What follows belongs to an exercise in optimizing a design on an open flow for small area, a short achievable clock period and few clock cycles per item; a production flow would make more cautious choices.
RTL that was checked went through simulation tests only; none was proved equivalent to the original.
The RTL of run 3 was laid out without a check of its function.

[standard.sh]
#!/bin/bash
# synth_recipe.tcl (not shown) runs the flow's synth.tcl, then flattens the netlist and writes it again
# the make line also repeats each setting of config.mk as NAME=value (left out here)
make -C /OpenROAD-flow-scripts/flow DESIGN_CONFIG=/design/flow/config.mk WORK_HOME=/design/flow/orfs CLKGATE_MAP_FILE= SYNTH_SCRIPT=/design/flow/synth_recipe.tcl "${@:-finish}"
[design.v]
package aes_pkg;
    localparam int AES_NB_BYTE  = 8;
    localparam int AES_NB_STATE = 128;
endpackage
module inv_byte_substitution_algorithm (input logic [7:0] i_byte, output logic [7:0] o_byte);
    logic t0, t1, t2, t3, t4, t5, t6, t7, t8, t9, t10, t11, t12, t13, t14, t15, t16, t17, t18, t19, t20, t21, t22, t23, t24, t25, t26, t27, t28, t29, t38, t39, t40, t41, t42, t43, t44, t45, t46, t47, t48, t49, t50, t51, t52, t53, t54, t55, t56, t57, t58, t59, t60, t70, t71, t72, t73, t74, t75, t76, t77, t78, t79, t80, t81, t82, t83, t84, t85, t86, t87, t88, t89, t90, t91, t92, t93, t94, t95, t96, t97, t98, t99, t100, t101, t102, t103, t104, t105, t106, t107, t108, t109, t110, t111, t112, t113, t114, t115, t116, t117, t118, t119, t120, t121, t122, t123;
    logic [8:0] blk_o;
    logic [3:0] blk_i;
    logic b_00_, b_01_, b_02_, b_03_, b_04_, b_05_, b_06_, b_07_, b_08_, b_09_, b_10_, b_11_, b_12_, b_13_, b_14_, b_15_, b_16_, b_17_, b_18_, b_19_, b_20_, b_21_, b_22_, b_23_, b_24_, b_25_, b_26_, b_27_, b_28_, b_29_, b_30_, b_31_, b_32_, b_33_, b_34_, b_35_, b_36_, b_37_, b_38_, b_39_, b_40_, b_41_, b_42_, b_43_, b_44_, b_45_, b_46_, b_47_, b_48_, b_49_, b_50_, b_51_, b_52_, b_53_, b_54_, b_55_, b_56_, b_57_, b_58_;
    isb_xor2 u0 (.a(i_byte[0]), .b(i_byte[1]), .y(t0));
    isb_xor2 u1 (.a(i_byte[4]), .b(i_byte[6]), .y(t1));
    isb_xor2 u2 (.a(i_byte[2]), .b(i_byte[5]), .y(t2));
    isb_xnor2 u3 (.a(t0), .b(t2), .y(t3));
    isb_xor2 u4 (.a(i_byte[7]), .b(t1), .y(t4));
    isb_xor2 u5 (.a(i_byte[3]), .b(i_byte[6]), .y(t5));
    isb_xor2 u6 (.a(i_byte[2]), .b(i_byte[3]), .y(t6));
    isb_xor2 u7 (.a(i_byte[0]), .b(i_byte[5]), .y(t7));
    isb_xnor2 u8 (.a(i_byte[4]), .b(t0), .y(t8));
    isb_xnor2 u9 (.a(i_byte[2]), .b(t8), .y(t9));
    isb_xnor2 u10 (.a(i_byte[1]), .b(i_byte[2]), .y(t10));
    isb_xnor2 u11 (.a(i_byte[0]), .b(i_byte[4]), .y(t11));
    isb_xor2 u12 (.a(i_byte[5]), .b(t0), .y(t12));
    isb_xor2 u13 (.a(i_byte[4]), .b(t2), .y(t13));
    isb_xor2 u14 (.a(i_byte[0]), .b(t4), .y(t14));
    isb_xor2 u15 (.a(t0), .b(t6), .y(t15));
    isb_xor2 u16 (.a(i_byte[1]), .b(t6), .y(t16));
    isb_xor2 u17 (.a(t4), .b(t16), .y(t17));
    isb_xnor2 u18 (.a(i_byte[1]), .b(t1), .y(t18));
    isb_xnor2 u19 (.a(i_byte[5]), .b(t5), .y(t19));
    isb_xor2 u20 (.a(i_byte[1]), .b(i_byte[3]), .y(t20));
    isb_xor2 u21 (.a(i_byte[4]), .b(i_byte[5]), .y(t21));
    isb_xor2 u22 (.a(t20), .b(t21), .y(t22));
    isb_xnor2 u23 (.a(i_byte[7]), .b(t0), .y(t23));
    isb_xor2 u24 (.a(i_byte[6]), .b(t3), .y(t24));
    isb_xor2 u25 (.a(i_byte[6]), .b(i_byte[7]), .y(t25));
    isb_xor2 u26 (.a(t2), .b(t25), .y(t26));
    isb_xor2 u27 (.a(t3), .b(t4), .y(t27));
    isb_xor2 u28 (.a(t1), .b(t7), .y(t28));
    isb_xor2 u29 (.a(i_byte[0]), .b(t5), .y(t29));
    isb_nand2 u30 (.a(t9), .b(t14), .y(t38));
    isb_nand2 u31 (.a(t10), .b(t15), .y(t39));
    isb_nand2 u32 (.a(t11), .b(t17), .y(t40));
    isb_nand2 u33 (.a(t12), .b(t18), .y(t41));
    isb_nand2 u34 (.a(t7), .b(t19), .y(t42));
    isb_nand2 u35 (.a(i_byte[1]), .b(t22), .y(t43));
    isb_nand2 u36 (.a(t13), .b(t23), .y(t44));
    isb_nand2 u37 (.a(t3), .b(t24), .y(t45));
    isb_nand2 u38 (.a(t8), .b(t26), .y(t46));
    isb_xor2 u39 (.a(t41), .b(t42), .y(t47));
    isb_xor2 u40 (.a(t42), .b(t43), .y(t48));
    isb_xor2 u41 (.a(i_byte[6]), .b(t38), .y(t49));
    isb_xor2 u42 (.a(t40), .b(t47), .y(t50));
    isb_xor2 u43 (.a(t49), .b(t50), .y(t51));
    isb_xor2 u44 (.a(t39), .b(t27), .y(t52));
    isb_xor2 u45 (.a(t38), .b(t48), .y(t53));
    isb_xor2 u46 (.a(t52), .b(t53), .y(t54));
    isb_xor2 u47 (.a(t28), .b(t44), .y(t55));
    isb_xor2 u48 (.a(t45), .b(t47), .y(t56));
    isb_xnor2 u49 (.a(t55), .b(t56), .y(t57));
    isb_xor2 u50 (.a(t29), .b(t46), .y(t58));
    isb_xor2 u51 (.a(t45), .b(t48), .y(t59));
    isb_xnor2 u52 (.a(t58), .b(t59), .y(t60));
    assign blk_i = {t60, t57, t54, t51};
    isb_clkinv_1 u53 (.A(blk_i[3]), .Y(b_00_));
    isb_clkinv_1 u54 (.A(blk_i[0]), .Y(b_01_));
    isb_nor2_1 u55 (.A(blk_i[2]), .B(b_01_), .Y(b_02_));
    isb_nor2_1 u56 (.A(blk_i[1]), .B(b_02_), .Y(b_03_));
    isb_a31oi_1 u57 (.A1(blk_i[1]), .A2(blk_i[0]), .A3(b_00_), .B1(b_03_), .Y(blk_o[7]));
    isb_clkinv_1 u58 (.A(blk_i[1]), .Y(b_04_));
    isb_nor2_1 u59 (.A(b_04_), .B(b_00_), .Y(b_05_));
    isb_o21ai_0 u60 (.A1(blk_i[0]), .A2(b_05_), .B1(blk_i[2]), .Y(b_06_));
    isb_nor2_1 u61 (.A(blk_i[2]), .B(blk_i[3]), .Y(b_07_));
    isb_nor2_1 u62 (.A(b_07_), .B(b_02_), .Y(b_08_));
    isb_o21ai_0 u63 (.A1(b_04_), .A2(b_08_), .B1(b_06_), .Y(blk_o[6]));
    isb_clkinv_1 u64 (.A(blk_i[2]), .Y(b_09_));
    isb_nor2_1 u65 (.A(blk_i[0]), .B(b_04_), .Y(b_10_));
    isb_nor2_1 u66 (.A(blk_i[1]), .B(b_01_), .Y(b_11_));
    isb_o21ai_0 u67 (.A1(b_11_), .A2(b_10_), .B1(b_09_), .Y(b_12_));
    isb_o21ai_0 u68 (.A1(b_09_), .A2(b_10_), .B1(b_12_), .Y(b_13_));
    isb_nor2_1 u69 (.A(b_09_), .B(b_11_), .Y(b_14_));
    isb_o21ai_0 u70 (.A1(b_02_), .A2(b_14_), .B1(b_00_), .Y(b_15_));
    isb_o21ai_0 u71 (.A1(b_00_), .A2(b_13_), .B1(b_15_), .Y(blk_o[5]));
    isb_clkinv_1 u72 (.A(b_02_), .Y(b_16_));
    isb_nand3_1 u73 (.A(blk_i[1]), .B(blk_i[0]), .C(blk_i[2]), .Y(b_17_));
    isb_a32oi_1 u74 (.A1(b_12_), .A2(b_00_), .A3(b_17_), .B1(b_16_), .B2(b_05_), .Y(blk_o[4]));
    isb_nor2_1 u75 (.A(blk_i[1]), .B(blk_i[3]), .Y(b_18_));
    isb_clkinv_1 u76 (.A(b_18_), .Y(b_19_));
    isb_o21ai_0 u77 (.A1(b_07_), .A2(b_11_), .B1(b_19_), .Y(b_20_));
    isb_o21ai_0 u78 (.A1(blk_i[0]), .A2(b_09_), .B1(b_20_), .Y(blk_o[3]));
    isb_nor2_1 u79 (.A(b_11_), .B(b_10_), .Y(b_21_));
    isb_nand2_1 u80 (.A(b_21_), .B(blk_i[2]), .Y(b_22_));
    isb_nand2_1 u81 (.A(b_22_), .B(blk_i[3]), .Y(b_23_));
    isb_o21ai_0 u82 (.A1(b_09_), .A2(b_19_), .B1(b_23_), .Y(blk_o[2]));
    isb_and2_1 u83 (.A(b_08_), .B(b_19_), .X(blk_o[1]));
    isb_a31oi_1 u84 (.A1(b_22_), .A2(blk_i[3]), .A3(b_16_), .B1(b_07_), .Y(blk_o[0]));
    isb_o21ai_0 u85 (.A1(b_04_), .A2(b_09_), .B1(b_01_), .Y(b_24_));
    isb_xor2_1 u86 (.A(b_05_), .B(b_24_), .X(blk_o[8]));
    isb_nand2 u87 (.a(t14), .b(blk_o[0]), .y(t70));
    isb_nand2 u88 (.a(t15), .b(blk_o[1]), .y(t71));
    isb_nand2 u89 (.a(t17), .b(blk_o[2]), .y(t72));
    isb_nand2 u90 (.a(t18), .b(blk_o[3]), .y(t73));
    isb_nand2 u91 (.a(t19), .b(blk_o[4]), .y(t74));
    isb_nand2 u92 (.a(t22), .b(blk_o[5]), .y(t75));
    isb_nand2 u93 (.a(t23), .b(blk_o[6]), .y(t76));
    isb_nand2 u94 (.a(t24), .b(blk_o[7]), .y(t77));
    isb_nand2 u95 (.a(t26), .b(blk_o[8]), .y(t78));
    isb_nand2 u96 (.a(t9), .b(blk_o[0]), .y(t79));
    isb_nand2 u97 (.a(t10), .b(blk_o[1]), .y(t80));
    isb_nand2 u98 (.a(t11), .b(blk_o[2]), .y(t81));
    isb_nand2 u99 (.a(t12), .b(blk_o[3]), .y(t82));
    isb_nand2 u100 (.a(t7), .b(blk_o[4]), .y(t83));
    isb_nand2 u101 (.a(i_byte[1]), .b(blk_o[5]), .y(t84));
    isb_nand2 u102 (.a(t13), .b(blk_o[6]), .y(t85));
    isb_nand2 u103 (.a(t3), .b(blk_o[7]), .y(t86));
    isb_nand2 u104 (.a(t8), .b(blk_o[8]), .y(t87));
    isb_xor2 u105 (.a(t79), .b(t80), .y(t88));
    isb_xor2 u106 (.a(t86), .b(t88), .y(t89));
    isb_xor2 u107 (.a(t75), .b(t89), .y(t90));
    isb_xor2 u108 (.a(t82), .b(t84), .y(t91));
    isb_xor2 u109 (.a(t73), .b(t76), .y(t92));
    isb_xor2 u110 (.a(t70), .b(t77), .y(t93));
    isb_xor2 u111 (.a(t72), .b(t81), .y(t94));
    isb_xor2 u112 (.a(t74), .b(t77), .y(t95));
    isb_xor2 u113 (.a(t78), .b(t87), .y(t96));
    isb_xor2 u114 (.a(t78), .b(t91), .y(t97));
    isb_xor2 u115 (.a(t72), .b(t76), .y(t98));
    isb_xor2 u116 (.a(t87), .b(t93), .y(t99));
    isb_xor2 u117 (.a(t98), .b(t89), .y(t100));
    isb_xor2 u118 (.a(t99), .b(t100), .y(t101));
    isb_xor2 u119 (.a(t70), .b(t73), .y(t102));
    isb_xor2 u120 (.a(t74), .b(t79), .y(t103));
    isb_xor2 u121 (.a(t82), .b(t83), .y(t104));
    isb_xor2 u122 (.a(t94), .b(t102), .y(t105));
    isb_xor2 u123 (.a(t103), .b(t104), .y(t106));
    isb_xor2 u124 (.a(t105), .b(t106), .y(t107));
    isb_xor2 u125 (.a(t92), .b(t96), .y(t108));
    isb_xor2 u126 (.a(t108), .b(t90), .y(t109));
    isb_xor2 u127 (.a(t71), .b(t75), .y(t110));
    isb_xor2 u128 (.a(t92), .b(t93), .y(t111));
    isb_xor2 u129 (.a(t110), .b(t111), .y(t112));
    isb_xor2 u130 (.a(t85), .b(t95), .y(t113));
    isb_xor2 u131 (.a(t97), .b(t113), .y(t114));
    isb_xor2 u132 (.a(t90), .b(t114), .y(t115));
    isb_xor2 u133 (.a(t95), .b(t96), .y(t116));
    isb_xor2 u134 (.a(t116), .b(t90), .y(t117));
    isb_xor2 u135 (.a(t71), .b(t76), .y(t118));
    isb_xor2 u136 (.a(t80), .b(t94), .y(t119));
    isb_xor2 u137 (.a(t118), .b(t97), .y(t120));
    isb_xor2 u138 (.a(t119), .b(t120), .y(t121));
    isb_xor2 u139 (.a(t83), .b(t84), .y(t122));
    isb_xor2 u140 (.a(t88), .b(t122), .y(t123));
    assign o_byte[0] = t101;
    assign o_byte[1] = t107;
    assign o_byte[2] = t109;
    assign o_byte[3] = t112;
    assign o_byte[4] = t115;
    assign o_byte[5] = t117;
    assign o_byte[6] = t121;
    assign o_byte[7] = t123;
endmodule
module isb_xor2 (input logic a, input logic b, output logic y);
    assign y = a ^ b;
endmodule
module isb_xnor2 (input logic a, input logic b, output logic y);
    assign y = ~(a ^ b);
endmodule
module isb_nand2 (input logic a, input logic b, output logic y);
    assign y = ~(a & b);
endmodule
module isb_a31oi_1 (input logic A1, input logic A2, input logic A3, input logic B1, output logic Y);
    assign Y = (~A1&~B1) | (~A2&~B1) | (~A3&~B1);
endmodule
module isb_a32oi_1 (input logic A1, input logic A2, input logic A3, input logic B1, input logic B2, output logic Y);
    assign Y = (~A1&~B1) | (~A1&~B2) | (~A2&~B1) | (~A3&~B1) | (~A2&~B2) | (~A3&~B2);
endmodule
module isb_and2_1 (input logic A, input logic B, output logic X);
    assign X = (A&B);
endmodule
module isb_clkinv_1 (input logic A, output logic Y);
    assign Y = (~A);
endmodule
module isb_nand2_1 (input logic A, input logic B, output logic Y);
    assign Y = (~A) | (~B);
endmodule
module isb_nand3_1 (input logic A, input logic B, input logic C, output logic Y);
    assign Y = (~A) | (~B) | (~C);
endmodule
module isb_nor2_1 (input logic A, input logic B, output logic Y);
    assign Y = (~A&~B);
endmodule
module isb_o21ai_0 (input logic A1, input logic A2, input logic B1, output logic Y);
    assign Y = (~A1&~A2) | (~B1);
endmodule
module isb_xor2_1 (input logic A, input logic B, output logic X);
    assign X = (A&~B) | (~A&B);
endmodule
import aes_pkg::*;
module inv_byte_substitution_state (
    input  logic           i_clock,
    input  logic           i_reset,
    input  logic [127:0]   i_state,
    input  logic           i_valid,
    output logic           o_ready,
    output logic [127:0]   o_state,
    output logic           o_valid,
    input  logic           i_ready
);
    logic vout_q, va_q, vs_q, ready_q;
    logic lo, la, acc;
    inv_byte_flag u_ovalid (
        .i_clock (i_clock),
        .i_reset (i_reset),
        .i_en    (lo),
        .i_d     (va_q),
        .o_q     (o_valid)
    );
    assign acc = i_valid & ready_q;
    assign lo  = ~vout_q | i_ready;    
    assign la  = ~va_q | lo;           
    for (genvar k = 0; k < 16; k++) begin : g_lane
        inv_byte_lane u_lane (
            .i_clock (i_clock),
            .i_byte  (i_state[8*k +: 8]),
            .i_ready (i_ready),
            .i_vout  (vout_q),
            .i_va    (va_q),
            .i_vs    (vs_q),
            .o_byte  (o_state[8*k +: 8])
        );
    end
    always_ff @(posedge i_clock) begin
        if (i_reset) begin
            vout_q  <= 1'b0;
            va_q    <= 1'b0;
            vs_q    <= 1'b0;
            ready_q <= 1'b1;
        end else begin
            if (lo) vout_q <= va_q;
            if (la) begin
                va_q    <= vs_q | acc;
                vs_q    <= vs_q & acc;
                ready_q <= ~(vs_q & acc);
            end else begin
                vs_q    <= vs_q | acc;
                ready_q <= ~(vs_q | acc);
            end
        end
    end
    assign o_ready = ready_q;
endmodule
module inv_byte_lane (
    input  logic       i_clock,
    input  logic [7:0] i_byte,
    input  logic       i_ready,
    input  logic       i_vout,
    input  logic       i_va,
    input  logic       i_vs,
    output logic [7:0] o_byte
);
    logic [7:0] a_q, s_q, out_q, sb, a_d;
    logic       lo, la, ls;
    assign lo = ~i_vout | i_ready;
    assign la = ~i_va | lo;
    assign ls = ~i_vs | la;
    for (genvar b = 0; b < 8; b++) begin : g_bit
        inv_byte_mux2i u_mux (
            .i_a0 (i_byte[b]),
            .i_a1 (s_q[b]),
            .i_s  (i_vs),
            .o_y  (a_d[b])
        );
    end
    inv_byte_substitution_algorithm u_alg (
        .i_byte (a_q),
        .o_byte (sb)
    );
    always_ff @(posedge i_clock) begin
        if (lo) out_q <= sb;
        if (la) a_q   <= a_d;
        if (ls) s_q   <= i_byte;
    end
    assign o_byte = out_q;
endmodule
module inv_byte_flag (
    input  logic i_clock,
    input  logic i_reset,
    input  logic i_en,
    input  logic i_d,
    output logic o_q
);
    always_ff @(posedge i_clock) begin
        if (i_reset)   o_q <= 1'b0;
        else if (i_en) o_q <= i_d;
    end
endmodule
module inv_byte_mux2i (
    input  logic i_a0,
    input  logic i_a1,
    input  logic i_s,
    output logic o_y
);
    assign o_y = ~(i_s ? i_a1 : i_a0);
endmodule
[flow/run.sh]
#!/bin/bash
# The standard layout, with plain buf_2 cells as the port buffers instead of the delay
# buffer that buffer_ports picks by default. Everything else is the standard flow.
set -euo pipefail
bash standard.sh "BUFFER_PORTS_ARGS=-buffer_cell sky130_fd_sc_hd__buf_2" finish > standard_flow.log 2>&1
[config.mk]
export PLATFORM = sky130hd
export DESIGN_NAME = inv_byte_substitution_state
export DESIGN_NICKNAME = inv_byte_substitution_state
export VERILOG_FILES = /design/flow/design.v
export SDC_FILE = /design/flow/constraint.sdc
export NUM_CORES = 4
export LEC_CHECK = 0
export CAP_MARGIN = 20
export CORE_MARGIN = 2
export CORE_UTILIZATION = 40
export SLEW_MARGIN = 20
export SYNTH_HIERARCHICAL = 1
[constraint.sdc]
create_clock -name core_clock -period 16.0 [get_ports {i_clock}]
set_input_delay 3.2000 -clock core_clock [delete_from_list [all_inputs] [get_ports {i_clock}]]
set_output_delay 3.2000 -clock core_clock [all_outputs]
set_load 0.01 [all_outputs]
==> results of run 1 <==
## per-module statistics from Yosys, one instance, submodules excluded, a selection
| module | flip-flops and latches | area, um^2 |
|---|---|---|
| isb_nand3_1 | 0 | 5.00 |
| isb_nor2_1 | 0 | 3.75 |
| isb_a32oi_1 | 0 | 8.76 |
| isb_clkinv_1 | 0 | 3.75 |
| isb_xor2 | 0 | 8.76 |
| isb_xor2_1 | 0 | 8.76 |
| inv_byte_flag | 1 | 33.8 |
| inv_byte_substitution_state | 4 | 143 |
## through the flow
step	cells	utilization	hold slack [ns]	area (um^2)
CTS	4137	0.447	0.508	32700
finish	4139	0.447	0.497	32700
global route	4139	0.447	0.537	32700
floorplan	2961	-	0.526	29700
global placement	4058	0.427	0.509	31300
detailed placement	4058	0.427	0.493	31300
## metal layers
metal / wire, um / part of all wire / GRT usage / up-vias
met5: 86 / 0.0014 / 0 / -
met4: 1450 / 0.024 / 0.0423 / 12
met3: 2710 / 0.044 / 0.0288 / 99
met2: 28700 / 0.47 / 0.266 / 370
met1: 28300 / 0.46 / 0.205 / 8630
li1: - / - / - / 10000
## state kept, by name, summed over array words and instances, names as in the netlist
signal	cells
g_lane.u_lane.a_q	128
u_ovalid.o_q	1
ready_q	1
va_q	1
g_lane.u_lane.out_q	128
vs_q	1
vout_q	1
g_lane.u_lane.s_q	128
## critical path, stage by stage, from the launching register on
cell,delay (ns)
edfxtp_1,0.55
xor2_1,0.55
xnor2_1,0.26
xnor2_1,0.27
nand2_1,0.13
xor2_1,0.19
xor2_1,0.41
inv_1,0.13
nor2_1,0.25
inv_1,0.10
a31oi_1,0.23
nand2_1,0.14
xor2_1,0.26
xor2_1,0.29
xor2_1,0.36
xor2_1,0.13
## final timing paths
kind | startpoint | slack (ns) | to | cells after the start
max | g_lane[5].u_lane.a_q[1] | 11.49 | g_lane[5].u_lane.out_q[5] | 15
min reg2reg | u_ovalid.o_q | 0.50 | u_ovalid.o_q | 2
min | u_ovalid.o_q | 0.50 | u_ovalid.o_q | 2
max reg2reg | g_lane[5].u_lane.a_q[1] | 11.49 | g_lane[5].u_lane.out_q[5] | 15
## synth_stat cells (all sizes together)
| cell type | number |
|---|---|
| a21oi | 3 |
| a31oi | 32 |
| a32oi | 16 |
| and2 | 16 |
| buf | 128 |
| dfxtp | 5 |
| edfxtp | 384 |
| inv | 97 |
| mux2i | 129 |
| nand2 | 464 |
| nand2b | 18 |
| nand3 | 17 |
| nand3b | 17 |
| nand4b | 16 |
| nor2 | 161 |
| o21ai | 160 |
| o32a | 1 |
| o32ai | 1 |
| xnor2 | 160 |
| xor2 | 1136 |
## area by class of cell
type / count / area (um^2) / share of cell area
Antenna cell: 2 / 5.00 / 0.000153
Clock buffer: 52 / 1150 / 0.0352
Clock inverter: 27 / 285 / 0.00872
Inverter: 97 / 364 / 0.0111
Multi-Input combinational cell: 2347 / 16700 / 0.511
Sequential cell: 389 / 11600 / 0.356
Tap cell: 959 / 1200 / 0.0367
Timing Repair Buffer: 266 / 1340 / 0.0411
## cell families (layout without fill, tap and decap cells)
logic type / Yosys count / in the layout / share of synthesized area
xor+xnor: 1296 / 1296 / 0.382
mux: 129 / 129 / 0.0435
other cells: 0 / 2 / 0
compound gates: 213 / 213 / 0.0396
flops: 389 / 389 / 0.392
simple gates: 709 / 709 / 0.0981
buf+inv: 225 / 442 / 0.0446
==> run summary, run 1 <==
RUN STATUS
--------------------------------------------------------------------------------
Status                                          no timing/DRC/antenna violations

DETAILED ROUTING
--------------------------------------------------------------------------------
Routed vias                                                                19100
Final wirelength                                                        61200 um
Vias/cell                                                                   4.62
Final antenna-violating net count                                              0
DRC marker count from the first detailed-route iteration                     779
Detail-routed net length per standard cell                               14.8 um
# DRC                                                                          0
Number of detailed-routing iterations run before antenna repair                5

SYNTH
--------------------------------------------------------------------------------
Mean area per synthesized cell                                         10.0 um^2
Cell type contributing the most total cell area after synthesis         edfxtp_1
Area share of the leading cell type in the synthesized netlist             0.388
Library cells used by synthesis                                               20
Number of instances in the synthesized netlist                              2961
Cell area after synthesis                                             29700 um^2
Net count of the mapped netlist                                             3093
Post-synthesis sequential element count                                      389
Count of warnings emitted by yosys                                             9
Sequential area share after synthesis                                      0.392
Largest cells by area after synthesis                               edfxtp_1 39%, xor2_1 34%, nand2_1 5.9%, xnor2_1 4.7%, mux2i_1 4.3%

FINAL LAYOUT
--------------------------------------------------------------------------------
Fill count                                                                  6960
Top library cells by usage in the layout, fill and taps aside       1136 x xor2_1, 464 x nand2_1, 384 x edfxtp_1, 261 x buf_2, 161 x nor2_1
Area added between synthesis and finish                                    10.2%
Leading cell type in the layout, fill and taps excluded                   xor2_1
Layout Nets                                                                 3277
Share of post-route cells with drive strength above 1                      0.105

STA
--------------------------------------------------------------------------------
RSZ-0062 raised after global routing                                          no
Pin slew with the least headroom to its limit                           0.927 ns
Final number of setup-violating endpoints                                      0
Part of the cycle the worst path needs                                     0.282
Highest clock frequency the design can meet                              222 MHz
Final clock skew                                                       0.0211 ns
Total Negative Setup Slacks                                                 0 ns
Post-route setup slack                                                  11.49 ns
Count of endpoints failing hold in the final timing report                     0
Max-slew headroom                                                          0.382
Number of pins with negative max-slew slack in the final report                0
Period minus WS final                                                    4.51 ns

PLACE
--------------------------------------------------------------------------------
Worst slack, placed                                                     10.97 ns
DP HPWL                                                                 48600 um
Port-buffer cells                                                            261
Global placement routability congestion                                    0.889

CTS
--------------------------------------------------------------------------------
Total clock sinks                                                            389
CTS clock-pin slew for the worst setup and hold paths                    0.06 ns
Clk Latency, worst-skew pair                                             0.57 ns
Clock root buffer master                                               clkbuf_16
Count of buffers added by post-CTS timing repair for setup                     0
Number of buffers on the longest clock path                                    3
Quantity of gates resized following cts                                        0
Hold-fix buffer count after cts                                                0
CTS tree                                                                   built
Clock buffer count from CTS                                                   44
H-tree depth                                                                   2

GRT
--------------------------------------------------------------------------------
Global router's overall resource usage                                     0.157
Global-route wire length before repair                                  97800 um
Pin count of the biggest net entering global routing                          52
Global-route congestion overflow total                                         0
Number of global-route vias before repair                                  19000
Number of antenna violations at the first check in global routing             11

FLOORPLANNING
--------------------------------------------------------------------------------
Starting density of the core                                               0.405
Cell Rows                                                                     99
Core region area                                                      73200 um^2
Width of the die                                                          276 um
Number of primary I/O pins                                                   262
Die area                                                              76400 um^2
Vertical extent of the die                                                276 um

WORST SETUP PATH
--------------------------------------------------------------------------------
Startpoint types                                                            flop
Required time at the worst-slack endpoint                               16.30 ns
Highest fanout seen on the critical path                                       7
Arrival time of the worst setup path                                     4.81 ns
Sort of element at the end of the critical path                             flop
Crit Path Class                                                       reg -> reg

HOLD PATH
--------------------------------------------------------------------------------
Hold Path Class                                                       reg -> reg

JOB
--------------------------------------------------------------------------------
Number of maximum-capacitance violations                                       0

Testbench counts, summed over its fixed seeds: cycles 1,616, items 1,600.
==> run 2: changes to the inputs <==
==> flow/run.sh (replaced) <==
#!/bin/bash
# The standard layout, with plain buf_2 cells as the port buffers instead of the delay
# buffer that buffer_ports picks by default. Everything else is the standard flow.
set -euo pipefail
bash standard.sh "BUFFER_PORTS_ARGS=-buffer_cell sky130_fd_sc_hd__buf_2" SETUP_SLACK_MARGIN=11.4 finish > standard_flow.log 2>&1
==> run summary, run 2 <==
RUN STATUS
--------------------------------------------------------------------------------
Status                                          no timing/DRC/antenna violations

PLACE
--------------------------------------------------------------------------------
Worst slack, placed                                                     11.26 ns   +0.290 ns
Global placement routability congestion                                    0.870   -2.2%
Cells after DPL                                                             4058   unchanged
Port-buffer cells                                                            261   unchanged
DP HPWL                                                                 49000 um   +0.88%

SYNTH
--------------------------------------------------------------------------------
Number of instances in the synthesized netlist                              2961   unchanged
Mean area per synthesized cell                                         10.0 um^2   unchanged
Most used flip-flop cell after synthesis                                edfxtp_1
Most numerous cell types in the synthesized netlist                 1136 x xor2_1, 464 x nand2_1, 384 x edfxtp_1
Post-synthesis sequential element count                                      389   unchanged
Cell area after synthesis                                             29700 um^2   unchanged
Sequential area share after synthesis                                      0.392   unchanged
Net count of the mapped netlist                                             3093   unchanged
Count of warnings emitted by yosys                                             9   unchanged
Number of enable flip-flop cells after synthesis                             384   unchanged
Ys async rst share                                                             0   unchanged
Area share of the leading cell type in the synthesized netlist             0.388   unchanged
Largest cells by area after synthesis                               edfxtp_1 39%, xor2_1 34%, nand2_1 5.9%, xnor2_1 4.7%, mux2i_1 4.3%
Most numerous cell in the Yosys netlist                                   xor2_1
Cell type contributing the most total cell area after synthesis         edfxtp_1
Library cells used by synthesis                                               20   unchanged

FINAL LAYOUT
--------------------------------------------------------------------------------
Post-route insts no fill                                                    4143   +0.097%
Share of post-route cells with drive strength above 1                      0.127   +0.0222
Area added between synthesis and finish                                    12.2%
Final Util                                                                 0.455   +0.00786
Fill count                                                                  6960   unchanged
Leading cell type in the layout, fill and taps excluded                   xor2_1
Layout Nets                                                                 3284   +0.21%
Top library cells by usage in the layout, fill and taps aside       1077 x xor2_1, 464 x nand2_1, 384 x edfxtp_1, 261 x buf_2, 161 x nor2_1
Multi-input gate area in the final layout                             17300 um^2   +3.2%
Flip-flop and latch area                                              11600 um^2   about the same
Largest registers ranked by flip-flop count                         g_lane.u_lane.a_q: 128 flops, g_lane.u_lane.out_q: 128 flops, g_lane.u_lane.s_q: 128 flops

STA
--------------------------------------------------------------------------------
Pin slew with the least headroom to its limit                           0.983 ns   +0.0558 ns
Post-route setup slack                                                  11.61 ns   +0.112 ns
Period minus WS final                                                    4.39 ns   -0.112 ns
Max-slew headroom                                                          0.345   -0.0372
Count of endpoints failing hold in the final timing report                     0   unchanged
Total Negative Setup Slacks                                                 0 ns   unchanged
Final clock skew                                                       0.0131 ns   -0.00804 ns
Part of the cycle the worst path needs                                     0.275   -0.00698
RSZ-0062 raised after global routing                                          no
Highest clock frequency the design can meet                              228 MHz   +2.5%
Number of pins with negative max-slew slack in the final report                0   unchanged
Final number of setup-violating endpoints                                      0   unchanged

WORST SETUP PATH
--------------------------------------------------------------------------------
Arrival time of the worst setup path                                     1.19 ns   -3.62 ns
Startpoint types                                                            flop
Largest stage delay on the critical path                                 0.45 ns   -0.10 ns
Highest fanout seen on the critical path                                       1   -6
Critical-path cell with the highest stage delay                         edfxtp_1
Number of stages on the worst setup path                                       1   -14
Sort of element at the end of the critical path                     primary output
Reg2Reg Launch Point                                                g_lane[1].u_lane.a_q[6]
Required time at the worst-slack endpoint                               12.80 ns   -3.50 ns
Crit path buf inv count                                                        1   -1
Destination of the worst register-to-register timing path           g_lane[1].u_lane.out_q[2]
Critical path destination                                            o_state[85]
Crit Path Class                                                       reg -> out
Series of cell instances along the critical path                           buf_2
Path depth of the worst reg2reg path                                          15   unchanged
Beginning of the critical path                                      g_lane[10].u_lane.out_q[5]
Reg2reg setup slack                                                     11.70 ns   +0.21 ns
Cell class contributing the biggest share of worst-path delay         flip-flops

GRT
--------------------------------------------------------------------------------
Global-route wire length before repair                                  97900 um   +0.16%
Number of antenna violations at the first check in global routing             11   unchanged
Number of global-route vias before repair                                  19200   +0.88%
Global router's overall resource usage                                     0.157   +0.000455
Global-route congestion overflow total                                         0   unchanged
Pin count of the biggest net entering global routing                          58   +12%

DETAILED ROUTING
--------------------------------------------------------------------------------
Met3 routed WL                                                           2440 um   -9.9%
Routed met2 length                                                      30500 um   +6.3%
Vias/cell                                                                   4.65   +0.61%
Final antenna-violating net count                                              0   unchanged
Detail-routed net length per standard cell                               15.0 um   +1.5%
DRC marker count from the first detailed-route iteration                     954   +22%
Routed vias                                                                19300   +0.71%
Number of detailed-routing iterations run before antenna repair                8   +3
# DRC                                                                          0   unchanged
Top routing layer in use                                                    met5
Final wirelength                                                        62200 um   +1.6%
Met1 Wirelength                                                         27700 um   -2.1%

CTS
--------------------------------------------------------------------------------
Clock root buffer master                                               clkbuf_16
H-tree depth                                                                   2   unchanged
CTS tree                                                                   built
Hold-fix buffer count after cts                                                0   unchanged
Clock buffer count from CTS                                                   45   +2.3%
Number of buffers on the longest clock path                                    3   unchanged
Clk Latency, worst-skew pair                                             0.57 ns   about the same
Total clock sinks                                                            389   unchanged
CTS clock-pin slew for the worst setup and hold paths                    0.06 ns   about the same

FLOORPLANNING
--------------------------------------------------------------------------------
Die area                                                              76400 um^2   unchanged
Width of the die                                                          276 um   unchanged
Vertical extent of the die                                                276 um   unchanged
Cell Rows                                                                     99   unchanged
Core region area                                                      73200 um^2   unchanged
Starting density of the core                                               0.405   unchanged
Number of primary I/O pins                                                   262   unchanged

JOB
--------------------------------------------------------------------------------
Number of maximum-capacitance violations                                       0   unchanged

HOLD PATH
--------------------------------------------------------------------------------
Hold Path Class                                                       reg -> reg

-- run 2: cell counts after synthesis --
Identical to the previous run, type by type.
-- run 2: final cells by class --
class / instances / share of cell area
antenna: 2 / 0.000150
clock inverter: 24 / 0.00707
timing repair buffer: 272 / 0.0417
inverter: 97 / 0.0109
sequential: 389 / 0.350
tap: 959 / 0.0360
multi-input combinational: 2347 / 0.519
clock buffer: 53 / 0.0360
-- run 2: kinds of logic (layout without fill, tap and decap cells) --
group | after synthesis | after routing | share of synthesized area
buf+inv | 225 | 446 | 0.0446
compound gates | 213 | 213 | 0.0396
xor+xnor | 1296 | 1296 | 0.382
simple gates | 709 | 709 | 0.0981
other cells | 0 | 2 | 0
mux | 129 | 129 | 0.0435
flops | 389 | 389 | 0.392
-- run 2: worst min-delay path by stage --
stage / start / cells after the start / slack (ns) / endpoint
floorplan: g_lane[0].u_lane.s_q[0] / 1 / 0.53 / g_lane[0].u_lane.a_q[0]
global placement: g_lane[11].u_lane.s_q[6] / 1 / 0.53 / g_lane[11].u_lane.a_q[6]
detailed placement: g_lane[11].u_lane.s_q[0] / 1 / 0.54 / g_lane[11].u_lane.a_q[0]
CTS: g_lane[1].u_lane.s_q[3] / 1 / 0.54 / g_lane[1].u_lane.a_q[3]
global route: g_lane[4].u_lane.s_q[7] / 1 / 0.55 / g_lane[4].u_lane.a_q[7]
finish: g_lane[4].u_lane.s_q[3] / 1 / 0.54 / g_lane[4].u_lane.a_q[3]
-- run 2: repair_timing --
item                                    CTS  global route
endpoints found under the setup margin    0            72
resized for setup                         0            69
buffers inserted                          0             6
-- run 2: worst reg2reg max path, cell delays in order, from the launching register on --
cell and delay, ns:
edfxtp_1 0.51, xor2_1 0.38, xor2_1 0.37, xor2_1 0.25, nand2_1 0.14, xor2_1 0.25
xor2_2 0.27, inv_1 0.11, nor2_1 0.24, inv_1 0.09, a31oi_1 0.24, nand2_1 0.13
xor2_1 0.25, xor2_1 0.29, xor2_1 0.35, xor2_1 0.15
-- run 2: per-layer routing --
metal / global-route usage / up-vias
li1: - / 9986
met1: 0.198 / 8780
met2: 0.277 / 379
met3: 0.0252 / 103
met4: 0.0450 / 16
met5: 0 / -
-- run 2: Yosys stat by module (local to each module, per instance), a selection --
module | flops+latches | cells inside | times used
inv_byte_substitution_state | 4 | 14 | 1
inv_byte_flag | 1 | 3 | 1
inv_byte_mux2i | 0 | 1 | 128
isb_a32oi_1 | 0 | 1 | 16
isb_and2_1 | 0 | 1 | 16
isb_nand2 | 0 | 1 | 432
isb_nor2_1 | 0 | 1 | 160
-- run 2: through the flow --
| step | instance area (um^2) | hold slack (ns) |
|---|---|---|
| after floorplan | 29700 | 0.526 |
| after global placement | 31300 | 0.533 |
| after detailed placement | 31300 | 0.535 |
| after CTS | 32700 | 0.539 |
| after global routing | 33300 | 0.548 |
| final | 33300 | 0.539 |
==> run 3: changes to the inputs <==
--- a/design.v
+++ b/design.v
@@ -208,4 +208,8 @@
     logic vout_q, va_q, vs_q, ready_q;
     logic lo, la, acc;
+    logic fo, fa, fs;
+    assign fo = ~vout_q;
+    assign fa = ~(va_q & vout_q);
+    assign fs = ~(vs_q & va_q & vout_q);
     inv_byte_flag u_ovalid (
         .i_clock (i_clock),
@@ -223,6 +227,7 @@
             .i_byte  (i_state[8*k +: 8]),
             .i_ready (i_ready),
-            .i_vout  (vout_q),
-            .i_va    (va_q),
+            .i_fo    (fo),
+            .i_fa    (fa),
+            .i_fs    (fs),
             .i_vs    (vs_q),
             .o_byte  (o_state[8*k +: 8])
@@ -253,14 +258,18 @@
     input  logic [7:0] i_byte,
     input  logic       i_ready,
-    input  logic       i_vout,
-    input  logic       i_va,
+    input  logic       i_fo,
+    input  logic       i_fa,
+    input  logic       i_fs,
     input  logic       i_vs,
     output logic [7:0] o_byte
 );
-    logic [7:0] a_q, s_q, out_q, sb, a_d;
-    logic       lo, la, ls;
-    assign lo = ~i_vout | i_ready;
-    assign la = ~i_va | lo;
-    assign ls = ~i_vs | la;
+    logic [7:0] a_q, s_q, out_q, sb, a_n, a_d, s_d, out_d;
+    logic       lo, la, ls, lo_n, la_n, ls_n;
+    assign lo_n = ~(i_ready | i_fo);
+    assign la_n = ~(i_ready | i_fa);
+    assign ls_n = ~(i_ready | i_fs);
+    assign lo   = ~lo_n;
+    assign la   = ~la_n;
+    assign ls   = ~ls_n;
     for (genvar b = 0; b < 8; b++) begin : g_bit
         inv_byte_mux2i u_mux (
@@ -268,5 +277,26 @@
             .i_a1 (s_q[b]),
             .i_s  (i_vs),
-            .o_y  (a_d[b])
+            .o_y  (a_n[b])
+        );
+        inv_byte_hold u_hold_a (
+            .i_ld   (la),
+            .i_ld_n (la_n),
+            .i_d    (a_n[b]),
+            .i_q    (a_q[b]),
+            .o_d    (a_d[b])
+        );
+        inv_byte_hold u_hold_s (
+            .i_ld   (ls),
+            .i_ld_n (ls_n),
+            .i_d    (i_byte[b]),
+            .i_q    (s_q[b]),
+            .o_d    (s_d[b])
+        );
+        inv_byte_hold u_hold_o (
+            .i_ld   (lo),
+            .i_ld_n (lo_n),
+            .i_d    (sb[b]),
+            .i_q    (out_q[b]),
+            .o_d    (out_d[b])
         );
     end
@@ -276,10 +306,19 @@
     );
     always_ff @(posedge i_clock) begin
-        if (lo) out_q <= sb;
-        if (la) a_q   <= a_d;
-        if (ls) s_q   <= i_byte;
+        out_q <= out_d;
+        a_q   <= a_d;
+        s_q   <= s_d;
     end
     assign o_byte = out_q;
 endmodule
+module inv_byte_hold (
+    input  logic i_ld,
+    input  logic i_ld_n,
+    input  logic i_d,
+    input  logic i_q,
+    output logic o_d
+);
+    assign o_d = (i_ld & i_d) | (i_ld_n & i_q);
+endmodule
 module inv_byte_flag (
     input  logic i_clock,
==> run summary, run 3 <==
RUN STATUS
------------------------------------------------------------------------------------
Status                                              no timing/DRC/antenna violations

WORST SETUP PATH
------------------------------------------------------------------------------------
Cell class contributing the biggest share of worst-path delay           buffers and inverters
Beginning of the critical path                                               i_ready
Required time at the worst-slack endpoint                                   16.45 ns   +3.65 ns
Series of cell instances along the critical path                        buf_4, buf_4, nor2_1, a22o_1
Largest stage delay on the critical path                                     0.66 ns   +0.21 ns
Arrival time of the worst setup path                                         4.94 ns   +3.75 ns
Sort of element at the end of the critical path                                 flop
Crit Path Class                                                            in -> reg
Highest fanout seen on the critical path                                          54   +53
Reg2Reg Launch Point                                                    g_lane[13].u_lane.a_q[4]
Cell occurring most often along the worst timing path                          buf_4
Crit path buf inv count                                                            2   +1
Startpoint types                                                        primary input
Critical-path cell with the highest stage delay                                buf_4

GRT
------------------------------------------------------------------------------------
Global-route congestion overflow total                                             0   unchanged
Number of global-route vias before repair                                      21700   +13%
Number of antenna violations at the first check in global routing                 13   +2
Global router's overall resource usage                                         0.178   +0.0208
Global-route wire length before repair                                     111000 um   +13%
Pin count of the biggest net entering global routing                              55   -5.2%

CTS
------------------------------------------------------------------------------------
Count of buffers added by post-CTS timing repair for setup                         0   unchanged
Number of buffers on the longest clock path                                        3   unchanged
Total clock sinks                                                                389   unchanged
Clock root buffer master                                                   clkbuf_16
CTS clock-pin slew for the worst setup and hold paths                        0.06 ns   about the same
Clk Latency, worst-skew pair                                                 0.57 ns   about the same
Clock buffer count from CTS                                                       46   +2.2%
H-tree depth                                                                       2   unchanged
CTS tree                                                                       built

SYNTH
------------------------------------------------------------------------------------
Cell area after synthesis                                                 29300 um^2   -1.2%
Mean area per synthesized cell                                             8.64 um^2   -14%
Area share of the leading cell type in the synthesized netlist                 0.339   -0.0493
Cell type contributing the most total cell area after synthesis               xor2_1
Number of enable flip-flop cells after synthesis                                   0   -100%
Net count of the mapped netlist                                                 3528   +14%
Post-synthesis sequential element count                                          389   unchanged
Ys async rst share                                                                 0   unchanged
Compound-gate portion of the synthesized area                                  0.154   +0.114
Most numerous cell in the Yosys netlist                                       xor2_1
Mux contribution to synthesized area                                          0.0440   +0.000516
Parity-gate share of the synthesized area counting xor and xnor cells          0.387   +0.00453
Most used flip-flop cell after synthesis                                     dfxtp_1
Largest cells by area after synthesis                                   xor2_1 34%, dfxtp_1 27%, a22o_1 11%, nand2_1 6.0%, xnor2_1 4.8%
Combinational family with the most area after synthesis                 XOR/XNOR gates
Sequential area share after synthesis                                          0.265   -0.126
Fraction of the mapped netlist area in adder cells                          0.000384   +0.000384
Most numerous cell types in the synthesized netlist                     1136 x xor2_1, 466 x nand2_1, 389 x dfxtp_1
Number of instances in the synthesized netlist                                  3396   +15%
Library cells used by synthesis                                                   19   -5.0%
Post-Synth Simple-Gate Area                                                    0.104   +0.00581
Count of warnings emitted by yosys                                                 9   unchanged

STA
------------------------------------------------------------------------------------
RSZ-0062 raised after global routing                                              no
Part of the cycle the worst path needs                                         0.281   +0.00591
Count of endpoints failing hold in the final timing report                         0   unchanged
Highest clock frequency the design can meet                                  223 MHz   -2.1%
Period minus WS final                                                        4.49 ns   +0.0945 ns
Max-slew headroom                                                              0.309   -0.0352
Total Negative Setup Slacks                                                     0 ns   unchanged
Final number of setup-violating endpoints                                          0   unchanged
Number of pins with negative max-slew slack in the final report                    0   unchanged
Final clock skew                                                           0.0124 ns   -0.000655 ns
Pin slew with the least headroom to its limit                                1.03 ns   +0.0492 ns

DETAILED ROUTING
------------------------------------------------------------------------------------
DRC marker count from the first detailed-route iteration                        1207   +27%
Vias/cell                                                                       4.92   +5.8%
Detail-routed net length per standard cell                                   15.4 um   +2.5%
Routed vias                                                                    22600   +17%
# DRC                                                                              0   unchanged
Number of detailed-routing iterations run before antenna repair                    5   -3
Final wirelength                                                            70500 um   +13%
Final antenna-violating net count                                                  0   unchanged

FINAL LAYOUT
------------------------------------------------------------------------------------
Fill count                                                                      7176   +3.1%
Flip-flop and latch area                                                   7830 um^2   -33%
Layout Nets                                                                     3713   +13%
Top library cells by usage in the layout, fill and taps aside           1069 x xor2_1, 465 x nand2_1, 384 x a22o_1, 359 x dfxtp_1, 260 x buf_2
Share of post-route cells with drive strength above 1                          0.123   -0.00394
Leading cell type in the layout, fill and taps excluded                       xor2_1
Largest registers ranked by flip-flop count                             g_lane.u_lane.a_q: 128 flops, g_lane.u_lane.out_q: 128 flops, g_lane.u_lane.s_q: 128 flops
Area added between synthesis and finish                                        12.9%
Multi-input gate area in the final layout                                 20800 um^2   +20%
Final Util                                                                     0.455   about the same

PLACE
------------------------------------------------------------------------------------
Port-buffer cells                                                                261   unchanged
DP HPWL                                                                     54600 um   +11%
Global placement routability congestion                                        0.891   +2.5%

HOLD PATH
------------------------------------------------------------------------------------
Launch instance of the worst min-delay path                             g_lane[1].u_lane.out_q[4]
Hold Path Class                                                           reg -> reg

FLOORPLANNING
------------------------------------------------------------------------------------
Die area                                                                  75500 um^2   -1.2%
Cell Rows                                                                         99   unchanged
Vertical extent of the die                                                    275 um   -0.58%
Number of primary I/O pins                                                       262   unchanged
Core region area                                                          72800 um^2   -0.51%
Width of the die                                                              275 um   -0.58%
Starting density of the core                                                   0.403   -0.00271

JOB
------------------------------------------------------------------------------------
Number of maximum-capacitance violations                                           0   unchanged

[run 3: worst register-to-register path, stage by stage, from the launching register on]
cell,delay [ns]
dfxtp_1,0.52
xor2_1,0.35
xor2_1,0.36
xor2_1,0.22
nand2_1,0.12
xor2_1,0.25
xor2_2,0.29
inv_1,0.11
nor2_1,0.24
inv_1,0.10
a31oi_1,0.25
nand2_1,0.14
xor2_1,0.28
xor2_1,0.35
xor2_2,0.26
xor2_1,0.11
a22o_1,0.22
[run 3: final timing paths]
kind	to	slack, ns	depth (start not counted)
max	g_lane[3].u_lane.out_q[5]	11.51	4
min	g_lane[1].u_lane.out_q[4]	0.46	1
max reg2reg	g_lane[13].u_lane.out_q[5]	11.71	16
min reg2reg	g_lane[1].u_lane.out_q[4]	0.46	1
[run 3: what timing repair did]
action	in CTS	in global routing
gates resized for setup	0	101
hold buffers	0	0
setup endpoints to repair	0	79
[run 3: cell type report]
class | count | share of cell area
antenna | 7 | 0.000529
clock buffer | 67 | 0.0424
clock inverter | 16 | 0.00608
inverter | 99 | 0.0112
multi-input combinational | 2780 | 0.627
sequential | 389 | 0.236
tap | 959 | 0.0362
timing repair buffer | 265 | 0.0404
[run 3: routing by layer]
metal  up-vias  GRT usage  wire length (um)
met3        63     0.0336              3510
met2       392      0.295             32400
met5         -          0                49
met1     10400      0.242             33600
met4         8     0.0349               929
li1      11700          -                 -
[run 3: Yosys stat by module (local to each module, per instance), a selection]
module | flip-flops and latches | times used
isb_and2_1 | 0 | 16
inv_byte_lane | 24 | 16
isb_xor2 | 0 | 1120
inv_byte_substitution_algorithm | 0 | 16
inv_byte_substitution_state | 4 | 1
isb_nor2_1 | 0 | 160
isb_xor2_1 | 0 | 16
isb_nand2 | 0 | 432
isb_clkinv_1 | 0 | 96
inv_byte_hold | 0 | 384
[run 3: cell families after synthesis]
group | Yosys count
buf+inv | 227
fa+ha+maj | 1
mux | 129
flops | 389
compound gates | 594
xor+xnor | 1296
simple gates | 760
[run 3: per-stage QoR]
| step | worst slack (ns) | std cells | cell area, um^2 | hold slack [ns] |
|---|---|---|---|---|
| global placement | 10.95 | 4492 | 30900 | 0.447 |
| floorplan | 11.54 | 3396 | 29300 | 0.439 |
| CTS | 11.41 | 4575 | 32500 | 0.466 |
| finish | 11.51 | 4582 | 33100 | 0.459 |
| detailed placement | 10.90 | 4492 | 30900 | 0.449 |
| global route | 11.36 | 4578 | 33100 | 0.480 |
==> run 4: changes to the inputs <==
--- a/design.v
+++ b/design.v
@@ -208,8 +208,7 @@
     logic vout_q, va_q, vs_q, ready_q;
     logic lo, la, acc;
-    logic fo, fa, fs;
+    logic fo, fa;
     assign fo = ~vout_q;
     assign fa = ~(va_q & vout_q);
-    assign fs = ~(vs_q & va_q & vout_q);
     inv_byte_flag u_ovalid (
         .i_clock (i_clock),
@@ -229,5 +228,4 @@
             .i_fo    (fo),
             .i_fa    (fa),
-            .i_fs    (fs),
             .i_vs    (vs_q),
             .o_byte  (o_state[8*k +: 8])
@@ -260,5 +258,4 @@
     input  logic       i_fo,
     input  logic       i_fa,
-    input  logic       i_fs,
     input  logic       i_vs,
     output logic [7:0] o_byte
@@ -268,8 +265,8 @@
     assign lo_n = ~(i_ready | i_fo);
     assign la_n = ~(i_ready | i_fa);
-    assign ls_n = ~(i_ready | i_fs);
     assign lo   = ~lo_n;
     assign la   = ~la_n;
-    assign ls   = ~ls_n;
+    assign ls   = ~i_vs;
+    assign ls_n = i_vs;
     for (genvar b = 0; b < 8; b++) begin : g_bit
         inv_byte_mux2i u_mux (
--- a/config.mk
+++ b/config.mk
@@ -9,4 +9,5 @@
 export CORE_MARGIN = 2
 export CORE_UTILIZATION = 40
+export CTS_BUF_LIST = sky130_fd_sc_hd__clkbuf_8
 export SLEW_MARGIN = 20
 export SYNTH_HIERARCHICAL = 1
==> run summary, run 4 <==
GRT
--------------------------------------------------------------------------------
Number of antenna violations at the first check in global routing             12   -1
Global-route wire length before repair                                 109000 um   -1.9%
Number of global-route vias before repair                                  21200   -2.1%
Pin count of the biggest net entering global routing                         132   +140%
Global-route congestion overflow total                                         0   unchanged
Global router's overall resource usage                                     0.176   -0.00206

WORST SETUP PATH
--------------------------------------------------------------------------------
Number of stages on the worst setup path                                       1   -3
Critical-path cell with the highest stage delay                          dfxtp_1
Required time at the worst-slack endpoint                               12.80 ns   -3.65 ns
Series of cell instances along the critical path                           buf_2
Cell class contributing the biggest share of worst-path delay         flip-flops
Path depth of the worst reg2reg path                                          16   unchanged
Critical path destination                                           o_state[127]
Reg2Reg Launch Point                                                g_lane[5].u_lane.a_q[1]
Crit path buf inv count                                                        1   -1
Sort of element at the end of the critical path                     primary output
Beginning of the critical path                                      g_lane[15].u_lane.out_q[7]
Destination of the worst register-to-register timing path           g_lane[5].u_lane.out_q[5]
Largest stage delay on the critical path                                 0.41 ns   -0.25 ns
Arrival time of the worst setup path                                     1.22 ns   -3.72 ns
Startpoint types                                                            flop
Crit Path Class                                                       reg -> out
Reg2reg setup slack                                                     11.71 ns   about the same
Highest fanout seen on the critical path                                       2   -96%

FLOORPLANNING
--------------------------------------------------------------------------------
Starting density of the core                                               0.402   -0.000759
Die area                                                              75300 um^2   -0.35%
Width of the die                                                          274 um   -0.18%
Number of primary I/O pins                                                   262   unchanged
Vertical extent of the die                                                274 um   -0.18%
Core region area                                                      72700 um^2   -0.17%
Cell Rows                                                                     99   unchanged

PLACE
--------------------------------------------------------------------------------
Cells after DPL                                                             4474   -0.40%
Global placement routability congestion                                    0.901   +1.1%
Port-buffer cells                                                            261   unchanged
DP HPWL                                                                 52500 um   -3.8%
Cell area reported after detailed placement                           30800 um^2   -0.34%
Worst slack, placed                                                     11.29 ns   +0.387 ns

SYNTH
--------------------------------------------------------------------------------
Number of enable flip-flop cells after synthesis                               0   unchanged
Count of warnings emitted by yosys                                             9   unchanged
Cell area after synthesis                                             29200 um^2   -0.36%
Cell type contributing the most total cell area after synthesis           xor2_1
Most used flip-flop cell after synthesis                                 dfxtp_1
Ys async rst share                                                             0   unchanged
Net count of the mapped netlist                                             3511   -0.48%
Largest cells by area after synthesis                               xor2_1 34%, dfxtp_1 27%, a22o_1 12%, nand2_1 6.0%, xnor2_1 4.8%
Most numerous cell types in the synthesized netlist                 1136 x xor2_1, 465 x nand2_1, 389 x dfxtp_1
Number of instances in the synthesized netlist                              3379   -0.50%
Library cells used by synthesis                                               20   +1
Area share of the leading cell type in the synthesized netlist             0.340   +0.00122
Sequential area share after synthesis                                      0.266   +0.000954
Mean area per synthesized cell                                         8.65 um^2   +0.14%
Post-synthesis sequential element count                                      389   unchanged
Most numerous cell in the Yosys netlist                                   xor2_1

STA
--------------------------------------------------------------------------------
Period minus WS final                                                    4.42 ns   -0.0731 ns
Max-slew headroom                                                          0.216   -0.0934
RSZ-0062 raised after global routing                                          no
Count of endpoints failing hold in the final timing report                     0   unchanged
Total Negative Setup Slacks                                                 0 ns   unchanged
Final number of setup-violating endpoints                                      0   unchanged
Part of the cycle the worst path needs                                     0.276   -0.00457
Highest clock frequency the design can meet                              226 MHz   +1.7%
Number of pins with negative max-slew slack in the final report                0   unchanged
Post-route setup slack                                                  11.58 ns   +0.0731 ns
Pin slew with the least headroom to its limit                            1.17 ns   +0.142 ns
Final clock skew                                                       0.0530 ns   +0.0406 ns

FINAL LAYOUT
--------------------------------------------------------------------------------
Area added between synthesis and finish                                    12.3%
Top library cells by usage in the layout, fill and taps aside       1070 x xor2_1, 464 x nand2_1, 384 x a22o_1, 363 x dfxtp_1, 260 x buf_2
Fill count                                                                  7144   -0.45%
Fin area                                                              32800 um^2   -0.95%
Post-route insts no fill                                                    4595   +0.28%
Share of post-route cells with drive strength above 1                      0.127   +0.00335
Leading cell type in the layout, fill and taps excluded                   xor2_1
Layout Nets                                                                 3719   +0.16%
Largest registers ranked by flip-flop count                         g_lane.u_lane.a_q: 128 flops, g_lane.u_lane.out_q: 128 flops, g_lane.u_lane.s_q: 128 flops

DETAILED ROUTING
--------------------------------------------------------------------------------
Routed vias                                                                22300   -1.0%
Detail-routed net length per standard cell                               15.0 um   -2.5%
Final wirelength                                                        68900 um   -2.3%
Final antenna-violating net count                                              0   unchanged
DRC marker count from the first detailed-route iteration                     982   -19%
# DRC                                                                          0   unchanged
Number of detailed-routing iterations run before antenna repair                5   unchanged
Vias/cell                                                                   4.86   -1.3%

CTS
--------------------------------------------------------------------------------
Hold-fix buffer count after cts                                                0   unchanged
Clock root buffer master                                                clkbuf_8
Number of buffers on the longest clock path                                    3   unchanged
H-tree depth                                                                   3   +1
CTS tree                                                                   built
Total clock sinks                                                            389   unchanged
CTS clock-pin slew for the worst setup and hold paths                    0.06 ns   about the same
Clk Latency, worst-skew pair                                             0.66 ns   +0.09 ns
Clock buffer count from CTS                                                   70   +52%

HOLD PATH
--------------------------------------------------------------------------------
Hold Path Class                                                       reg -> reg

JOB
--------------------------------------------------------------------------------
Number of maximum-capacitance violations                                       0   unchanged

RUN STATUS
--------------------------------------------------------------------------------
Status                                          no timing/DRC/antenna violations

[run 4: cell count changes in the layout (fill, tap and decap cells not counted), sizes merged, moves of 2 or more]
cell / previous run / this run
clkinv: 5 / 9
clkinvlp: 4 / 2
nand2b: 0 / 2
inv: 102 / 131
diode: 7 / 5
a21oi: 1 / 3
clkbuf: 67 / 83
or2: 49 / 32
nor2: 210 / 193
[run 4: layout make-up]
class | count | area, um^2 | share of cell area
repair buffers | 264 | 1340 | 0.0409
clock inverters | 33 | 304 | 0.00926
well taps | 959 | 1200 | 0.0366
diodes | 5 | 12.5 | 0.000381
flip-flops and latches | 389 | 7820 | 0.238
clock buffers | 83 | 1140 | 0.0348
multi-input cells | 2748 | 20600 | 0.627
inverters | 114 | 428 | 0.0130
[run 4: worst min-delay path by stage]
stage,startpoint,to,slack (ns),cells past startpoint
floorplan,g_lane[0].u_lane.s_q[0],g_lane[0].u_lane.s_q[0],0.44,1
global placement,g_lane[10].u_lane.out_q[0],g_lane[10].u_lane.out_q[0],0.45,1
detailed placement,g_lane[6].u_lane.out_q[7],g_lane[6].u_lane.out_q[7],0.45,1
CTS,g_lane[6].u_lane.out_q[0],g_lane[6].u_lane.out_q[0],0.47,1
global route,g_lane[1].u_lane.s_q[6],g_lane[1].u_lane.s_q[6],0.48,1
finish,g_lane[6].u_lane.out_q[0],g_lane[6].u_lane.out_q[0],0.46,1
[run 4: layer usage]
metal	global-route usage	vias to the layer above	share of wire
met1	0.237	10200	0.48
met4	0.0565	12	0.027
met2	0.278	379	0.44
met5	0	-	0.0011
li1	-	11600	-
met3	0.0391	105	0.049
[run 4: timing repair]
| action | in CTS | in global routing |
|---|---|---|
| setup endpoints to repair | 0 | 77 |
| buffers inserted | 0 | 0 |
| gates resized for setup | 0 | 92 |
[run 4: cell families after synthesis]
family / Yosys count / synth area share
mux: 129 / 0.0442
flops: 389 / 0.266
xor+xnor: 1296 / 0.388
compound gates: 597 / 0.155
buf+inv: 242 / 0.0475
simple gates: 726 / 0.0984
[run 4: per-module statistics from Yosys, one instance, submodules excluded, a selection]
module,times used,cell area [um^2]
isb_xnor2,160,8.76
inv_byte_substitution_state,1,150
isb_nand2_1,32,3.75
inv_byte_hold,384,8.76
isb_nor2_1,160,3.75
isb_nand2,432,3.75
inv_byte_substitution_algorithm,16,60.1
isb_nand3_1,16,5.00
isb_and2_1,16,6.26
isb_a32oi_1,16,8.76
isb_xor2_1,16,8.76
[run 4: through the flow]
stage          hold slack (ns)  utilization
3_5_place_dp             0.448        0.424
5_1_grt                  0.480        0.451
3_3_place_gp             0.449        0.424
4_1_cts                  0.466        0.444
6_report                 0.462        0.451
2_1_floorplan            0.439            -
Testbench counts of run 4, summed over its fixed seeds: cycles 1,616, items 1,600.
==> run 5: changes to the inputs <==
--- a/config.mk
+++ b/config.mk
@@ -10,4 +10,5 @@
 export CORE_UTILIZATION = 40
 export CTS_BUF_LIST = sky130_fd_sc_hd__clkbuf_8
+export CTS_CLUSTER_SIZE = 16
 export SLEW_MARGIN = 20
 export SYNTH_HIERARCHICAL = 1
==> run summary, run 5 <==
PLACE
--------------------------------------------------------------------------------
DP HPWL                                                                 52500 um   unchanged
Global placement routability congestion                                    0.901   unchanged
Port-buffer cells                                                            261   unchanged

WORST SETUP PATH
--------------------------------------------------------------------------------
Crit path buf inv count                                                        1   unchanged
Largest stage delay on the critical path                                 0.41 ns   about the same
Cell class contributing the biggest share of worst-path delay         flip-flops
Required time at the worst-slack endpoint                               12.80 ns   about the same
Critical-path cell with the highest stage delay                          dfxtp_1
Startpoint types                                                            flop
Crit Path Class                                                       reg -> out
Series of cell instances along the critical path                           buf_2
Arrival time of the worst setup path                                     1.22 ns   about the same
Beginning of the critical path                                      g_lane[15].u_lane.out_q[7]

STA
--------------------------------------------------------------------------------
Period minus WS final                                                    4.42 ns   unchanged
Number of pins with negative max-slew slack in the final report                0   unchanged
Part of the cycle the worst path needs                                     0.276   unchanged
Max-slew headroom                                                          0.216   unchanged
RSZ-0062 raised after global routing                                          no
Final clock skew                                                       0.0530 ns   unchanged
Highest clock frequency the design can meet                              226 MHz   unchanged

SYNTH
--------------------------------------------------------------------------------
Most used flip-flop cell after synthesis                                 dfxtp_1
Net count of the mapped netlist                                             3511   unchanged
Number of instances in the synthesized netlist                              3379   unchanged
Most numerous cell in the Yosys netlist                                   xor2_1
Count of warnings emitted by yosys                                             9   unchanged
Largest cells by area after synthesis                               xor2_1 34%, dfxtp_1 27%, a22o_1 12%, nand2_1 6.0%, xnor2_1 4.8%
Cell type contributing the most total cell area after synthesis           xor2_1
Cell area after synthesis                                             29200 um^2   unchanged
Ys async rst share                                                             0   unchanged
Most numerous cell types in the synthesized netlist                 1136 x xor2_1, 465 x nand2_1, 389 x dfxtp_1
Area share of the leading cell type in the synthesized netlist             0.340   unchanged
Library cells used by synthesis                                               20   unchanged

FLOORPLANNING
--------------------------------------------------------------------------------
Vertical extent of the die                                                274 um   unchanged
Width of the die                                                          274 um   unchanged
Starting density of the core                                               0.402   unchanged
Die area                                                              75300 um^2   unchanged
Core region area                                                      72700 um^2   unchanged
Cell Rows                                                                     99   unchanged

CTS
--------------------------------------------------------------------------------
Clock buffer count from CTS                                                   70   unchanged
CTS clock-pin slew for the worst setup and hold paths                    0.06 ns   about the same
Total clock sinks                                                            389   unchanged
Clock root buffer master                                                clkbuf_8
Clk Latency, worst-skew pair                                             0.66 ns   about the same

GRT
--------------------------------------------------------------------------------
GR Layer Usage met2                                                        0.278   unchanged
Global-route wire length before repair                                 109000 um   unchanged
Gr busiest metal                                                            met2
Global router's overall resource usage                                     0.176   unchanged
Global-route congestion overflow total                                         0   unchanged
Pin count of the biggest net entering global routing                         132   unchanged
Number of antenna violations at the first check in global routing             12   unchanged
Global routing met1 resource utilization                                   0.237   unchanged
Grt met3 use                                                              0.0391   unchanged

JOB
--------------------------------------------------------------------------------
Number of maximum-capacitance violations                                       0   unchanged

FINAL LAYOUT
--------------------------------------------------------------------------------
Share of post-route cells with drive strength above 1                      0.127   unchanged
Largest registers ranked by flip-flop count                         g_lane.u_lane.a_q: 128 flops, g_lane.u_lane.out_q: 128 flops, g_lane.u_lane.s_q: 128 flops
Top library cells by usage in the layout, fill and taps aside       1070 x xor2_1, 464 x nand2_1, 384 x a22o_1, 363 x dfxtp_1, 260 x buf_2
Fill count                                                                  7144   unchanged
Layout Nets                                                                 3719   unchanged
Area added between synthesis and finish                                    12.3%   unchanged

RUN STATUS
--------------------------------------------------------------------------------
Status                                          no timing/DRC/antenna violations

DETAILED ROUTING
--------------------------------------------------------------------------------
Vias/cell                                                                   4.86   unchanged
Number of detailed-routing iterations run before antenna repair                5   unchanged
Detail-routed net length per standard cell                               15.0 um   unchanged
DRC marker count from the first detailed-route iteration                     982   unchanged
Routed vias                                                                22300   unchanged
Final wirelength                                                        68900 um   unchanged
# DRC                                                                          0   unchanged
Final antenna-violating net count                                              0   unchanged

HOLD PATH
--------------------------------------------------------------------------------
Hold Path Class                                                       reg -> reg

## run 5: cell counts after synthesis
Identical to the previous run, type by type.
## run 5: stage by stage
step | utilization | std cells | cell area, um^2 | setup slack [ns]
floorplan | - | 3379 | 29200 | 12.06
global placement | 0.424 | 4474 | 30800 | 11.30
detailed placement | 0.424 | 4474 | 30800 | 11.29
CTS | 0.444 | 4590 | 32300 | 11.42
global route | 0.451 | 4593 | 32800 | 11.34
finish | 0.451 | 4595 | 32800 | 11.58
## run 5: kinds of logic (layout without fill, tap and decap cells)
logic type                after synthesis  in the layout  share of synthesized area
muxes                                 129            129                     0.0442
buffers and inverters                 242            494                     0.0475
and+or+nand+nor                       726            726                     0.0984
xor gates and xnor gates             1296           1296                      0.388
AOI/OAI and AO/OA                     597            597                      0.155
DFF                                   389            389                      0.266
other                                   0              5                          0
## run 5: layout make-up
cell class,instances,area share
multi-input combinational,2748,0.627
sequential,389,0.238
timing repair buffer,264,0.0409
tap,959,0.0366
clock buffer,83,0.0348
inverter,114,0.0130
clock inverter,33,0.00926
antenna,5,0.000381
## run 5: repair_timing
action,4_1_cts,5_1_grt
buffers inserted,0,0
setup endpoints to repair,0,77
hold buffers,0,0
resized for setup,0,92
## run 5: worst paths after layout
kind                               end  slack (ns)  depth (start not counted)
max reg2reg  g_lane[5].u_lane.out_q[5]       11.71                         16
max                       o_state[127]       11.58                          1
min          g_lane[6].u_lane.out_q[0]        0.46                          1
min reg2reg  g_lane[6].u_lane.out_q[0]        0.46                          1
## run 5: modules after synthesis (local to each module, per instance), excerpt
module / times used / cells inside / cell area (um^2)
inv_byte_lane: 16 / 29 / 504
inv_byte_substitution_state: 1 / 16 / 150
inv_byte_substitution_algorithm: 16 / 8 / 60.1
inv_byte_mux2i: 128 / 1 / 10.0
isb_xor2_1: 16 / 1 / 8.76
isb_xnor2: 160 / 1 / 8.76
isb_a32oi_1: 16 / 1 / 8.76
isb_xor2: 1120 / 1 / 8.76
isb_and2_1: 16 / 1 / 6.26
isb_a31oi_1: 32 / 1 / 6.26
isb_nand3_1: 16 / 1 / 5.00
isb_o21ai_0: 160 / 1 / 5.00
isb_clkinv_1: 96 / 1 / 3.75
isb_nor2_1: 160 / 1 / 3.75
isb_nand2: 432 / 1 / 3.75
isb_nand2_1: 32 / 1 / 3.75
## run 5: routing by layer
layer	vias to the layer above	wire length, um
met4	12	1830
met5	-	75
met3	105	3390
li1	11600	-
met1	10200	33100
met2	379	30500

==> what the ideal ports hide <==
How much do the figures lean on ideal ports? The routed layouts below were timed once more, with nothing changed but the port constraints. Step 1, drivers: a clkbuf_16 drives i_clock and a buf_2 each remaining input, both assumed. Step 2 adds t to the input delays and takes it off the output delays; t is the mean of the earliest and latest rising clock arrival at the registers after step 1. Input paths then give back, and output paths get back, about the clock's delay inside the block. a / b / c = ideal / step 1 / step 2; a / b = the first two.
| run | t, ns | setup WS [ns] | worst register clock-pin slew, ns |
|---|---|---|---|
| run 1 | 0.621 | 11.494 / 11.494 / 10.958 | 0.07 / 0.07 |
| run 2 | 0.627 | 11.606 / 11.545 / 11.244 | 0.06 / 0.06 |
| run 3 | 0.627 | 11.511 / 11.542 / 10.916 | 0.07 / 0.07 |
| run 4 | 0.701 | 11.585 / 11.523 / 11.218 | 0.07 / 0.07 |
| run 5 | 0.701 | 11.585 / 11.523 / 11.218 | 0.07 / 0.07 |
After both steps setup and hold are still met in every run listed. The setup slack of run 3, which loses most, moves by +0.031 ns with the drivers and by -0.595 ns with both steps.
